Context: an optimization exercise on an open-source flow, tuned for small area. The choices shown serve that exercise and are no tape-out recipe.
Only simulation tests tie the RTL to the original design; equivalence was not proved.
Power figures rest on the tool's default switching activity, not on a simulated workload. No driver is modelled on the clock port, so clocking that relies on it looks cheaper here than on a real chip.

MS:
// video_frame_top
module video_frame_top
(
   input wire         clk,
   input wire         rst_n,
   input wire         pix_req,
   input wire  [7:0]  pix_data,
   input wire         pix_start,
   output wire        pix_ack,
   output wire [7:0]  pix_out,
   output wire        hsync_out,
   output wire        vsync_out,
   output wire        blank_out
);
make LEC_CHECK=0 CAP_MARGIN=20 CORE_MARGIN=2 CORE_UTILIZATION=60 CTS_BUF_LIST=sky130_fd_sc_hd__clkbuf_8 CTS_CLUSTER_DIAMETER=60 CTS_CLUSTER_SIZE=22 SLEW_MARGIN=20 finish   # period 10.0 ns
run.sh (not shown) runs the stock make flow with config.mk's settings and CLKGATE_MAP_FILE= SYNTH_SCRIPT=/design/flow/synth_recipe.tcl, a recipe that flattens the netlist after the stock synthesis.
In summary, MS completed successfully, with a layout that passed the timing, DRC and antenna checks.
Setup changes, MS to JK
- CTS_BUF_LIST: sky130_fd_sc_hd__clkbuf_8 -> unset
- CTS_CLUSTER_DIAMETER: 60 -> unset
- CTS_CLUSTER_SIZE: 22 -> unset
- CORE_UTILIZATION: 60 -> 40
Results
On worst-case vdd ir drop, MS loses to JK. The number of nets at the end of the flow number comes out higher for JK vs MS. MS: all stages complete, timing, DRC and antenna checks passed. JK has completed all stages; timing, DRC and antenna checks passed. JK vs MS — number of buffers inserted during clock tree synthesis rose about 70%. First-iteration DRC count shrinks by a little under 10% when moving from MS to JK.

========
Another version of the RTL of video_frame_top (not shown whole).
For scale: roughly 1100 flip-flops, roughly 26000 µm² of cells after synthesis.
## video_frame_top
module video_frame_top
(
   input wire         clk,
   input wire         rst_n,
   input wire         pix_req,
   input wire  [7:0]  pix_data,
   input wire         pix_start,
   output wire        pix_ack,
   output wire [7:0]  pix_out,
   output wire        hsync_out,
   output wire        vsync_out,
   output wire        blank_out
);
   wire [4:0]  raster_hcount;
   wire [3:0]  raster_vcount;
   wire [4:0]  wr_addr;
   wire [31:0] wr_data;
   wire [63:0] tap_data;
   raster_timing raster_timing_inst (
      .clk           (clk),
      .rst_n         (rst_n),
      .raster_hcount (raster_hcount),
      .raster_vcount (raster_vcount),
      .raster_hsync  (hsync_out),
      .raster_vsync  (vsync_out),
      .raster_blank  (blank_out)
   );
   pixel_packer pixel_packer_inst (
      .clk       (clk),
      .rst_n     (rst_n),
      .pix_req   (pix_req),
      .pix_data  (pix_data),
      .pix_start (pix_start),
      .pix_ack   (pix_ack),
      .wr_addr   (wr_addr),
      .wr_data   (wr_data)
   );
   frame_store frame_store_inst (
      .clk           (clk),
      .raster_hcount (raster_hcount),
      .raster_vcount (raster_vcount),
      .wr_addr       (wr_addr),
      .wr_data       (wr_data),
      .tap_data      (tap_data)
   );
   scan_reader scan_reader_inst (
      .raster_vcount (raster_vcount),
      .tap_data      (tap_data),
      .pix_out       (pix_out)
   );
endmodule
==> flow/config.mk <==
export PLATFORM = sky130hd
export DESIGN_NAME = video_frame_top
export DESIGN_NICKNAME = video_frame_top
export VERILOG_FILES = /design/flow/design.v
export SDC_FILE = /design/flow/constraint.sdc
export NUM_CORES = 4
export LEC_CHECK = 0
export CAP_MARGIN = 20
export CORE_MARGIN = 2
export CORE_UTILIZATION = 75
export CTS_BUF_LIST = sky130_fd_sc_hd__clkbuf_16
export CTS_CLUSTER_DIAMETER = 50
export CTS_CLUSTER_SIZE = 32
export PLACE_DENSITY = 0.95
export SLEW_MARGIN = 20
==> flow/constraint.sdc <==
create_clock -name core_clock -period 10.0 [get_ports {clk}]
set_input_delay 2.0000 -clock core_clock [delete_from_list [all_inputs] [get_ports {clk}]]
set_output_delay 2.0000 -clock core_clock [all_outputs]
set_load 0.01 [all_outputs]
standard.sh (not shown) runs the stock make flow with config.mk's settings and CLKGATE_MAP_FILE= SYNTH_SCRIPT=/design/flow/synth_recipe.tcl, a recipe that flattens the netlist after the stock synthesis.
==> flow/flow/run.sh <==
#!/bin/bash
# Layout flow: the standard ORFS flow (standard synthesis unchanged), with
#  - the combinational logic restructured for area after floorplanning (post_floorplan.tcl),
#  - the smallest buffer (buf_1) on the ports,
#  - clock tree synthesis without dummy loads (same clustering settings as config.mk).
# Each step's full output is in orfs/logs/; the make output of each call goes to its
# own log here.
set -euo pipefail
HERE=$(pwd)
PLAT=$FLOW_HOME/platforms/$FLOW_PLATFORM
DONT_USE=$(sed -n '/DONT_USE_CELLS +=/,/^export FILL_CELLS/p' $PLAT/config.mk | grep -oE "sky130_fd_sc_hd__\w+" | tr '\n' ' ')
python3 flow/filter_lib.py $PLAT/lib/sky130_fd_sc_hd__tt_025C_1v80.lib $HERE/rmp.lib $DONT_USE > flow_filter_lib.log 2>&1
export RMP_LIB=$HERE/rmp.lib
export POST_FLOORPLAN_TCL=$HERE/flow/post_floorplan.tcl
export BUFFER_PORTS_ARGS="-buffer_cell sky130_fd_sc_hd__buf_1"
export CTS_ARGS="-sink_clustering_enable -repair_clock_nets -sink_clustering_size 32 -sink_clustering_max_diameter 50 -buf_list sky130_fd_sc_hd__clkbuf_16 -dont_use_dummy_load"
bash standard.sh synth > flow_synth.log 2>&1
bash standard.sh finish > flow_make.log 2>&1
Other scripts of this flow, unchanged in this note and not shown: flow/flow/filter_lib.py, flow/flow/post_floorplan.tcl
The starting point finished clean.
Then changed:
--- a/flow/flow/run.sh
+++ b/flow/flow/run.sh
@@ -14,5 +14,5 @@
 export POST_FLOORPLAN_TCL=$HERE/flow/post_floorplan.tcl
 export BUFFER_PORTS_ARGS="-buffer_cell sky130_fd_sc_hd__buf_1"
-export CTS_ARGS="-sink_clustering_enable -repair_clock_nets -sink_clustering_size 32 -sink_clustering_max_diameter 50 -buf_list sky130_fd_sc_hd__clkbuf_16 -dont_use_dummy_load"
+export CTS_ARGS="-sink_clustering_enable -repair_clock_nets -sink_clustering_size 20 -sink_clustering_max_diameter 50 -buf_list sky130_fd_sc_hd__clkbuf_8 -dont_use_dummy_load"
 bash standard.sh synth > flow_synth.log 2>&1
 bash standard.sh finish > flow_make.log 2>&1
--- a/flow/config.mk
+++ b/flow/config.mk
@@ -8,8 +8,8 @@
 export CAP_MARGIN = 20
 export CORE_MARGIN = 2
-export CORE_UTILIZATION = 75
-export CTS_BUF_LIST = sky130_fd_sc_hd__clkbuf_16
+export CORE_UTILIZATION = 82
+export CTS_BUF_LIST = sky130_fd_sc_hd__clkbuf_8
 export CTS_CLUSTER_DIAMETER = 50
-export CTS_CLUSTER_SIZE = 32
+export CTS_CLUSTER_SIZE = 20
 export PLACE_DENSITY = 0.95
 export SLEW_MARGIN = 20
What happened: The new run ran to the end with no violations; count of clock-buffer cells in the layout rose by 12; utilization rose by 6.1 points; design area fell slightly; sequential power barely changes; routed wire length fell by a few percent; die area fell by a little under a tenth.
Then changed:
--- a/flow/config.mk
+++ b/flow/config.mk
@@ -8,5 +8,5 @@
 export CAP_MARGIN = 20
 export CORE_MARGIN = 2
-export CORE_UTILIZATION = 82
+export CORE_UTILIZATION = 75
 export CTS_BUF_LIST = sky130_fd_sc_hd__clkbuf_8
 export CTS_CLUSTER_DIAMETER = 50
Result: Area after synthesis is unchanged; utilization goes down by 7.2 points; worst setup slack improves by 46 ps; via count goes down by 1.9%; die area goes up by 9.1%; clock skew goes down by 21 ps.
Then changed:
--- a/flow/flow/run.sh
+++ b/flow/flow/run.sh
@@ -14,5 +14,5 @@
 export POST_FLOORPLAN_TCL=$HERE/flow/post_floorplan.tcl
 export BUFFER_PORTS_ARGS="-buffer_cell sky130_fd_sc_hd__buf_1"
-export CTS_ARGS="-sink_clustering_enable -repair_clock_nets -sink_clustering_size 20 -sink_clustering_max_diameter 50 -buf_list sky130_fd_sc_hd__clkbuf_8 -dont_use_dummy_load"
+export CTS_ARGS="-sink_clustering_enable -repair_clock_nets -sink_clustering_size 20 -sink_clustering_max_diameter 30 -buf_list sky130_fd_sc_hd__clkbuf_8 -dont_use_dummy_load"
 bash standard.sh synth > flow_synth.log 2>&1
 bash standard.sh finish > flow_make.log 2>&1
--- a/flow/config.mk
+++ b/flow/config.mk
@@ -10,6 +10,6 @@
 export CORE_UTILIZATION = 75
 export CTS_BUF_LIST = sky130_fd_sc_hd__clkbuf_8
-export CTS_CLUSTER_DIAMETER = 50
+export CTS_CLUSTER_DIAMETER = 30
 export CTS_CLUSTER_SIZE = 20
-export PLACE_DENSITY = 0.95
+export PLACE_DENSITY = 0.85
 export SLEW_MARGIN = 20
After rerunning: The changed run ran to the end with no violations; non-clock buffer count stays the same; via count rose by 4.0%; register-to-register slack got worse by 130 ps; hold slack is about the same; count of clock-buffer cells in the layout went up by 59.

========
== wip/maple ==
video_frame_top again, from the RTL that the note above started with.
export LEC_CHECK = 0
export CAP_MARGIN = 20
export CORE_MARGIN = 2
export CORE_UTILIZATION = 75
export CTS_BUF_LIST = sky130_fd_sc_hd__clkbuf_8
export CTS_CLUSTER_DIAMETER = 50
export CTS_CLUSTER_SIZE = 18
export PLACE_DENSITY = 0.85
export SLEW_MARGIN = 20
create_clock -name core_clock -period 10.0 [get_ports {clk}]
==> flow/flow/run.sh <==
#!/bin/bash
# Layout flow: the standard ORFS flow (standard synthesis unchanged), with
#  - the combinational logic restructured for area after floorplanning (post_floorplan.tcl),
#  - the smallest buffer (buf_1) on the ports,
#  - clock tree synthesis without dummy loads (same clustering settings as config.mk).
# Each step's full output is in orfs/logs/; the make output of each call goes to its
# own log here.
set -euo pipefail
HERE=$(pwd)
PLAT=$FLOW_HOME/platforms/$FLOW_PLATFORM
DONT_USE=$(sed -n '/DONT_USE_CELLS +=/,/^export FILL_CELLS/p' $PLAT/config.mk | grep -oE "sky130_fd_sc_hd__\w+" | tr '\n' ' ')
python3 flow/filter_lib.py $PLAT/lib/sky130_fd_sc_hd__tt_025C_1v80.lib $HERE/rmp.lib $DONT_USE > flow_filter_lib.log 2>&1
export RMP_LIB=$HERE/rmp.lib
export POST_FLOORPLAN_TCL=$HERE/flow/post_floorplan.tcl
export BUFFER_PORTS_ARGS="-buffer_cell sky130_fd_sc_hd__buf_1"
export CTS_ARGS="-sink_clustering_enable -repair_clock_nets -sink_clustering_size 18 -sink_clustering_max_diameter 50 -buf_list sky130_fd_sc_hd__clkbuf_8 -dont_use_dummy_load"
bash standard.sh synth > flow_synth.log 2>&1
bash standard.sh finish > flow_make.log 2>&1
Other scripts of this flow, unchanged in this note and not shown: flow/flow/filter_lib.py, flow/flow/post_floorplan.tcl
diff inputs: wip/maple => wip/umber
Settings: swapping 50 for 30 in CTS_CLUSTER_DIAMETER; swapping 0.85 for 0.95 in PLACE_DENSITY; swapping 18 for 12 in CTS_CLUSTER_SIZE; swapping sky130_fd_sc_hd__clkbuf_8 for sky130_fd_sc_hd__clkbuf_4 in CTS_BUF_LIST.
-- flow/flow/run.sh --
<<< wip/maple, line 14
export POST_FLOORPLAN_TCL=$HERE/flow/post_floorplan.tcl
export BUFFER_PORTS_ARGS="-buffer_cell sky130_fd_sc_hd__buf_1"
export CTS_ARGS="-sink_clustering_enable -repair_clock_nets -sink_clustering_size 18 -sink_clustering_max_diameter 50 -buf_list sky130_fd_sc_hd__clkbuf_8 -dont_use_dummy_load"
bash standard.sh synth > flow_synth.log 2>&1
bash standard.sh finish > flow_make.log 2>&1
>>> wip/umber, line 14
export POST_FLOORPLAN_TCL=$HERE/flow/post_floorplan.tcl
export BUFFER_PORTS_ARGS="-buffer_cell sky130_fd_sc_hd__buf_1"
export CTS_ARGS="-sink_clustering_enable -repair_clock_nets -sink_clustering_size 12 -sink_clustering_max_diameter 30 -buf_list sky130_fd_sc_hd__clkbuf_4 -dont_use_dummy_load"
bash standard.sh synth > flow_synth.log 2>&1
bash standard.sh finish > flow_make.log 2>&1
==> run summary <==
wip/maple -> wip/umber: post-synthesis instance total flat. Diff wip/maple and wip/umber: number of iterations in the first detailed-routing pass lower in wip/maple. The total power was comparable across wip/maple and wip/umber. | maximum fanout encountered on the critical timing path | wip/umber vs wip/maple | 2 lower |.
## Diff of input files: wip/cedar against wip/umber
Settings: CAP_MARGIN changed from 20 to 5; SLEW_MARGIN changed from 20 to 5; CTS_BUF_LIST changed from sky130_fd_sc_hd__clkbuf_4 to sky130_fd_sc_hd__clkbuf_8; CTS_CLUSTER_DIAMETER changed from 30 to 50; CTS_CLUSTER_SIZE changed from 12 to 20.
-- flow/flow/run.sh --
<<< wip/umber, line 14
export POST_FLOORPLAN_TCL=$HERE/flow/post_floorplan.tcl
export BUFFER_PORTS_ARGS="-buffer_cell sky130_fd_sc_hd__buf_1"
export CTS_ARGS="-sink_clustering_enable -repair_clock_nets -sink_clustering_size 12 -sink_clustering_max_diameter 30 -buf_list sky130_fd_sc_hd__clkbuf_4 -dont_use_dummy_load"
bash standard.sh synth > flow_synth.log 2>&1
bash standard.sh finish > flow_make.log 2>&1
>>> wip/cedar, line 14
export POST_FLOORPLAN_TCL=$HERE/flow/post_floorplan.tcl
export BUFFER_PORTS_ARGS="-buffer_cell sky130_fd_sc_hd__buf_1"
export CTS_ARGS="-sink_clustering_enable -repair_clock_nets -sink_clustering_size 20 -sink_clustering_max_diameter 50 -buf_list sky130_fd_sc_hd__clkbuf_8 -dont_use_dummy_load"
bash standard.sh synth > flow_synth.log 2>&1
bash standard.sh finish > flow_make.log 2>&1
## What came out
The run with more routed wire is wip/umber, not wip/cedar.
wip/cedar: total non-filler cell area in the finished layout is 0.64% lower than what wip/umber reported.
wip/cedar has clock latency at the later pin of the worst-skew pair below what wip/umber had.
For the first-pass GRT wire length, wip/cedar came in 1600 um lower than wip/umber did.
Compared with wip/umber, wip/cedar shows a higher sequential share of power.
Measured against each other, wip/cedar and wip/umber differ in clock-net power, the higher figure coming from wip/umber.
The global-route usage over all layers number comes out higher for wip/umber vs wip/cedar.
Per the comparison of wip/cedar with wip/umber, clock share of power now sits lower; wire length on met2 decreased by 3.9% relative to the old numbers; worst setup slack climbed 0.072 ns.
Going from wip/umber to wip/cedar, switching power share of the total shrinks by 0.30 points.

========
video_frame_top, a different RTL version from the one above (not shown whole).
Size: ~24 I/O pins, ~26000 um2 of cells after synthesis.
clock: 10.0 ns
lec_check: 0
cap_margin: 20
core_margin: 2
core_utilization: 75
cts_buf_list: sky130_fd_sc_hd__clkbuf_8
cts_cluster_diameter: 50
cts_cluster_size: 20
place_density: 0.85
slew_margin: 20
==> flow/flow/run.sh <==
#!/bin/bash
# Layout flow: the standard ORFS flow (standard synthesis unchanged), with
#  - the smallest buffer (buf_1) on the ports,
#  - clock tree synthesis without dummy loads (same clustering settings as config.mk).
# Each step's full output is in orfs/logs/; the make output of each call goes to its
# own log here.
set -euo pipefail
export BUFFER_PORTS_ARGS="-buffer_cell sky130_fd_sc_hd__buf_1"
export CTS_ARGS="-sink_clustering_enable -repair_clock_nets -sink_clustering_size 20 -sink_clustering_max_diameter 50 -buf_list \"sky130_fd_sc_hd__clkbuf_4 sky130_fd_sc_hd__clkbuf_8\" -dont_use_dummy_load"
bash standard.sh synth > flow_synth.log 2>&1
bash standard.sh finish > flow_make.log 2>&1
Edit:
--- a/flow/flow/run.sh
+++ b/flow/flow/run.sh
@@ -9 +9 @@
-export CTS_ARGS="-sink_clustering_enable -repair_clock_nets -sink_clustering_size 20 -sink_clustering_max_diameter 50 -buf_list \"sky130_fd_sc_hd__clkbuf_4 sky130_fd_sc_hd__clkbuf_8\" -dont_use_dummy_load"
+export CTS_ARGS="-sink_clustering_enable -repair_clock_nets -sink_clustering_size 36 -sink_clustering_max_diameter 60 -buf_list sky130_fd_sc_hd__clkbuf_16 -dont_use_dummy_load"
After rerunning: Power is higher by 2.8%; maximum frequency rose by 1.3%; clock skew grows by 0.024 ns; core utilization came out higher by 0.41 points; via count is higher by 0.71%; clock-buffer cell count came out lower by 22; global-route usage increases by 1.3 points; cell count drops by 1.2%; setup slack is better by 0.063 ns; register-to-register slack gets worse by 0.02 ns.

========
The RTL this note starts from:
==> flow/design.v <==
localparam integer H_ACTIVE = 16;
localparam integer H_TOTAL  = 24;
localparam integer V_ACTIVE = 8;
localparam integer V_TOTAL  = 10;
localparam integer HSYNC_START = 18;
localparam integer HSYNC_END   = 21;
localparam integer VSYNC_LINE  = 9;
localparam integer HCOUNT_BITS = 5;
localparam integer VCOUNT_BITS = 4;
localparam integer PIXEL_BITS      = 8;
localparam integer PIXELS_PER_WORD = 4;
localparam integer WORD_BITS       = 36;
localparam integer PARITY_BITS     = WORD_BITS - PIXEL_BITS * PIXELS_PER_WORD;
localparam integer WORDS_PER_LINE  = 4;
localparam integer FRAME_WORDS     = 32;
localparam integer ADDR_BITS       = 5;
localparam integer PHASE_BITS   = 2;
localparam [1:0]   READ_PHASE   = 2'd0;
localparam [1:0]   WRITE_PHASE  = 2'd2;
localparam integer READ_LATENCY = 2;
`timescale 1ns/1ps
`default_nettype none
module raster_timing
(
   input wire        clk,
   input wire        rst_n,
   output reg  [4:0] raster_hcount,
   output reg  [3:0] raster_vcount,
   output wire       raster_hsync,
   output wire       raster_vsync,
   output wire       raster_blank
);
localparam integer H_ACTIVE = 16;
localparam integer H_TOTAL  = 24;
localparam integer V_ACTIVE = 8;
localparam integer V_TOTAL  = 10;
localparam integer HSYNC_START = 18;
localparam integer HSYNC_END   = 21;
localparam integer VSYNC_LINE  = 9;
localparam integer HCOUNT_BITS = 5;
localparam integer VCOUNT_BITS = 4;
localparam integer PIXEL_BITS      = 8;
localparam integer PIXELS_PER_WORD = 4;
localparam integer WORD_BITS       = 36;
localparam integer PARITY_BITS     = WORD_BITS - PIXEL_BITS * PIXELS_PER_WORD;
localparam integer WORDS_PER_LINE  = 4;
localparam integer FRAME_WORDS     = 32;
localparam integer ADDR_BITS       = 5;
localparam integer PHASE_BITS   = 2;
localparam [1:0]   READ_PHASE   = 2'd0;
localparam [1:0]   WRITE_PHASE  = 2'd2;
localparam integer READ_LATENCY = 2;
   wire h_last = (raster_hcount == H_TOTAL - 1);
   wire v_last = raster_vcount[3] & raster_vcount[0];
   always @(posedge clk or negedge rst_n)
   begin
      if (!rst_n)
      begin
         raster_hcount <= H_TOTAL - 1;
         raster_vcount <= 4'd15;
      end
      else if (h_last)
      begin
         raster_hcount <= {HCOUNT_BITS{1'b0}};
         raster_vcount <= v_last ? {VCOUNT_BITS{1'b0}} : raster_vcount + 1'b1;
      end
      else
         raster_hcount <= raster_hcount + 1'b1;
   end
   assign raster_hsync = (raster_hcount >= HSYNC_START) && (raster_hcount < HSYNC_END);
   assign raster_vsync = raster_vcount[3] & ~raster_vcount[1] & raster_vcount[0];
   assign raster_blank = raster_hcount[4] | raster_vcount[3];
endmodule
`default_nettype wire
`timescale 1ns/1ps
`default_nettype none
module pixel_packer
(
   input wire         clk,
   input wire         rst_n,
   input wire         pix_req,
   input wire  [7:0]  pix_data,
   input wire         pix_start,
   output reg         pix_ack,
   output reg  [4:0]  wr_addr,
   output reg  [31:0] wr_data
);
localparam integer H_ACTIVE = 16;
localparam integer H_TOTAL  = 24;
localparam integer V_ACTIVE = 8;
localparam integer V_TOTAL  = 10;
localparam integer HSYNC_START = 18;
localparam integer HSYNC_END   = 21;
localparam integer VSYNC_LINE  = 9;
localparam integer HCOUNT_BITS = 5;
localparam integer VCOUNT_BITS = 4;
localparam integer PIXEL_BITS      = 8;
localparam integer PIXELS_PER_WORD = 4;
localparam integer WORD_BITS       = 36;
localparam integer PARITY_BITS     = WORD_BITS - PIXEL_BITS * PIXELS_PER_WORD;
localparam integer WORDS_PER_LINE  = 4;
localparam integer FRAME_WORDS     = 32;
localparam integer ADDR_BITS       = 5;
localparam integer PHASE_BITS   = 2;
localparam [1:0]   READ_PHASE   = 2'd0;
localparam [1:0]   WRITE_PHASE  = 2'd2;
localparam integer READ_LATENCY = 2;
   reg  [23:0] part_q;
   reg  [1:0]  fill_q;
   reg         restart_q;
   wire [1:0]  fill_eff;
   wire [4:0]  addr_eff;
   wire        accept;
   wire        last_pix;
   assign accept   = pix_req & ~pix_ack;
   assign fill_eff = pix_start ? 2'd0 : fill_q;
   assign last_pix = (fill_eff == 2'd3);
   assign addr_eff = (pix_start | restart_q) ? 5'd0 : wr_addr + 1'b1;
   always @(posedge clk or negedge rst_n)
   begin
      if (!rst_n)
      begin
         pix_ack   <= 1'b0;
         fill_q    <= 2'd0;
         restart_q <= 1'b1;
      end
      else
      begin
         pix_ack <= pix_req;
         if (accept)
         begin
            fill_q    <= fill_eff + 1'b1;
            restart_q <= ~last_pix & (restart_q | pix_start);
         end
      end
   end
   always @(posedge clk)
   begin
      if (accept)
      begin
         part_q <= {pix_data, part_q[23:8]};
         if (last_pix)
         begin
            wr_addr <= addr_eff;
            wr_data <= {pix_data, part_q};
         end
      end
   end
endmodule
`default_nettype wire
`timescale 1ns/1ps
`default_nettype none
module frame_store
(
   input wire         clk,
   input wire  [4:0]  raster_hcount,
   input wire  [3:0]  raster_vcount,
   input wire  [4:0]  wr_addr,
   input wire  [31:0] wr_data,
   output wire [63:0] tap_data
);
   wire [3:0] phase_nx = {raster_hcount[3] ^ raster_vcount[0], raster_hcount[2:0]} + 1'b1;
   wire [7:0] wr_byte  = wr_data[8*phase_nx[1:0] +: 8];
   wire       grp_lo   = (phase_nx[2] == wr_addr[0]);
   wire       ins_0    = grp_lo & (phase_nx[3] == wr_addr[1]);
   wire       ins_8    = grp_lo & (phase_nx[3] != wr_addr[1]);
   genvar l;
   generate
      for (l = 0; l < 8; l = l + 1)
      begin : line
         reg  [127:0] ring_q;
         wire         sel = (wr_addr[4:2] == l);
         always @(posedge clk)
         begin
            ring_q[127:72] <= {ring_q[7:0], ring_q[127:80]};
            ring_q[71:64]  <= (sel & ins_8) ? wr_byte : ring_q[79:72];
            ring_q[63:8]   <= ring_q[71:16];
            ring_q[7:0]    <= (sel & ins_0) ? wr_byte : ring_q[15:8];
         end
         if (l % 2 == 0)
            assign tap_data[8*l +: 8] = ring_q[7:0];
         else
            assign tap_data[8*l +: 8] = ring_q[71:64];
      end
   endgenerate
endmodule
`default_nettype wire
`timescale 1ns/1ps
`default_nettype none
module scan_reader
(
   input wire  [3:0]  raster_vcount,
   input wire  [63:0] tap_data,
   output wire [7:0]  pix_out
);
   assign pix_out = tap_data[8*raster_vcount[2:0] +: 8];
endmodule
`default_nettype wire
`timescale 1ns/1ps
`default_nettype none
module video_frame_top
(
   input wire         clk,
   input wire         rst_n,
   input wire         pix_req,
   input wire  [7:0]  pix_data,
   input wire         pix_start,
   output wire        pix_ack,
   output wire [7:0]  pix_out,
   output wire        hsync_out,
   output wire        vsync_out,
   output wire        blank_out
);
   wire [4:0]  raster_hcount;
   wire [3:0]  raster_vcount;
   wire [4:0]  wr_addr;
   wire [31:0] wr_data;
   wire [63:0] tap_data;
   raster_timing raster_timing_inst (
      .clk           (clk),
      .rst_n         (rst_n),
      .raster_hcount (raster_hcount),
      .raster_vcount (raster_vcount),
      .raster_hsync  (hsync_out),
      .raster_vsync  (vsync_out),
      .raster_blank  (blank_out)
   );
   pixel_packer pixel_packer_inst (
      .clk       (clk),
      .rst_n     (rst_n),
      .pix_req   (pix_req),
      .pix_data  (pix_data),
      .pix_start (pix_start),
      .pix_ack   (pix_ack),
      .wr_addr   (wr_addr),
      .wr_data   (wr_data)
   );
   frame_store frame_store_inst (
      .clk           (clk),
      .raster_hcount (raster_hcount),
      .raster_vcount (raster_vcount),
      .wr_addr       (wr_addr),
      .wr_data       (wr_data),
      .tap_data      (tap_data)
   );
   scan_reader scan_reader_inst (
      .raster_vcount (raster_vcount),
      .tap_data      (tap_data),
      .pix_out       (pix_out)
   );
endmodule
`default_nettype wire
==> flow/config.mk <==
export PLATFORM = sky130hd
export DESIGN_NAME = video_frame_top
export DESIGN_NICKNAME = video_frame_top
export VERILOG_FILES = /design/flow/design.v
export SDC_FILE = /design/flow/constraint.sdc
export NUM_CORES = 4
export LEC_CHECK = 0
export CAP_MARGIN = 20
export CORE_MARGIN = 2
export CORE_UTILIZATION = 40
export CTS_BUF_LIST = sky130_fd_sc_hd__clkbuf_8
export CTS_CLUSTER_DIAMETER = 60
export CTS_CLUSTER_SIZE = 18
export SLEW_MARGIN = 20
==> flow/constraint.sdc <==
create_clock -name core_clock -period 10.0 [get_ports {clk}]
set_input_delay 2.0000 -clock core_clock [delete_from_list [all_inputs] [get_ports {clk}]]
set_output_delay 2.0000 -clock core_clock [all_outputs]
set_load 0.01 [all_outputs]
run.sh (not shown) runs the stock make flow with config.mk's settings and CLKGATE_MAP_FILE= SYNTH_SCRIPT=/design/flow/synth_recipe.tcl, a recipe that flattens the netlist after the stock synthesis.
Stock flow here: none of the scripts above is used.
Rerun with:
Settings changed: CORE_UTILIZATION 40 to 60, CTS_BUF_LIST sky130_fd_sc_hd__clkbuf_8 to sky130_fd_sc_hd__clkbuf_16, CTS_CLUSTER_DIAMETER 60 to 80, CTS_CLUSTER_SIZE 18 to 34.
After rerunning: Power went up slightly. Clock power went up by a few percent. Global-route usage went up by 4.7 points. Non-clock buffer count is unchanged. Final area went down slightly. Hold slack barely changes. Sequential share of layout area went up by 1.2 points. Setup slack is better by 0.063 ns. Via count went down by a few percent. Flip-flop and latch count stays the same.

## re-timing with driven ports
The results above use ideal ports. As a check the final layouts listed here were re-extracted and re-timed, cells and wires unchanged.
Step 1 (the two cells are an assumption about what drives the block):
set clk [get_ports {clk}]
set_driving_cell -lib_cell sky130_fd_sc_hd__clkbuf_16 $clk
set_driving_cell -lib_cell sky130_fd_sc_hd__buf_2 [delete_from_list [all_inputs] $clk]
Step 2 adds t to the input delays and takes it off the output delays; t is the mean of the earliest and latest rising clock arrival at the registers after step 1. Input paths then give back, and output paths get back, about the clock's delay inside the block.
Slacks: ideal / step 1 / step 2; pairs: ideal / step 1.
run	t, ns	slack for setup (ns)	hold slack, ns	worst setup path at the end	latest minus earliest clock arrival (ns)
MS	0.726	4.858 / 4.804 / 5.530	0.318 / 0.318 / 0.318	register to output	0.029 / 0.030
JK	0.677	4.937 / 4.880 / 5.557	0.307 / 0.307 / 0.307	register to output	0.022 / 0.022
the first run of note 2	0.615	5.120 / 5.070 / 5.685	0.272 / 0.272 / 0.272	register to output	0.072 / 0.073
the second run of note 2	0.662	4.997 / 4.952 / 5.523	0.326 / 0.326 / 0.326	register to register	0.079 / 0.079
the third run of note 2	0.697	5.043 / 4.998 / 5.695	0.294 / 0.294 / 0.294	register to output	0.048 / 0.047
the fourth run of note 2	0.712	5.098 / 5.050 / 5.762	0.295 / 0.295 / 0.295	register to output	0.062 / 0.062
wip/maple	0.643	5.148 / 5.097 / 5.740	0.294 / 0.294 / 0.294	register to output	0.061 / 0.061
wip/umber	0.815	4.974 / 4.926 / 5.741	0.276 / 0.276 / 0.276	register to output	0.109 / 0.108
wip/cedar	0.697	5.045 / 5.001 / 5.572	0.294 / 0.294 / 0.294	input to register	0.047 / 0.047
the first run of note 4	0.688	5.191 / 5.143 / 5.831	0.305 / 0.305 / 0.305	register to output	0.030 / 0.029
the second run of note 4	0.613	5.254 / 5.199 / 5.811	0.309 / 0.309 / 0.309	register to output	0.053 / 0.053
the first run of note 5	0.701	4.896 / 4.842 / 5.543	0.318 / 0.318 / 0.318	register to output	0.031 / 0.032
the second run of note 5	0.641	4.958 / 4.904 / 5.545	0.315 / 0.315 / 0.315	register to output	0.027 / 0.028
After both steps every run listed still meets setup and hold.
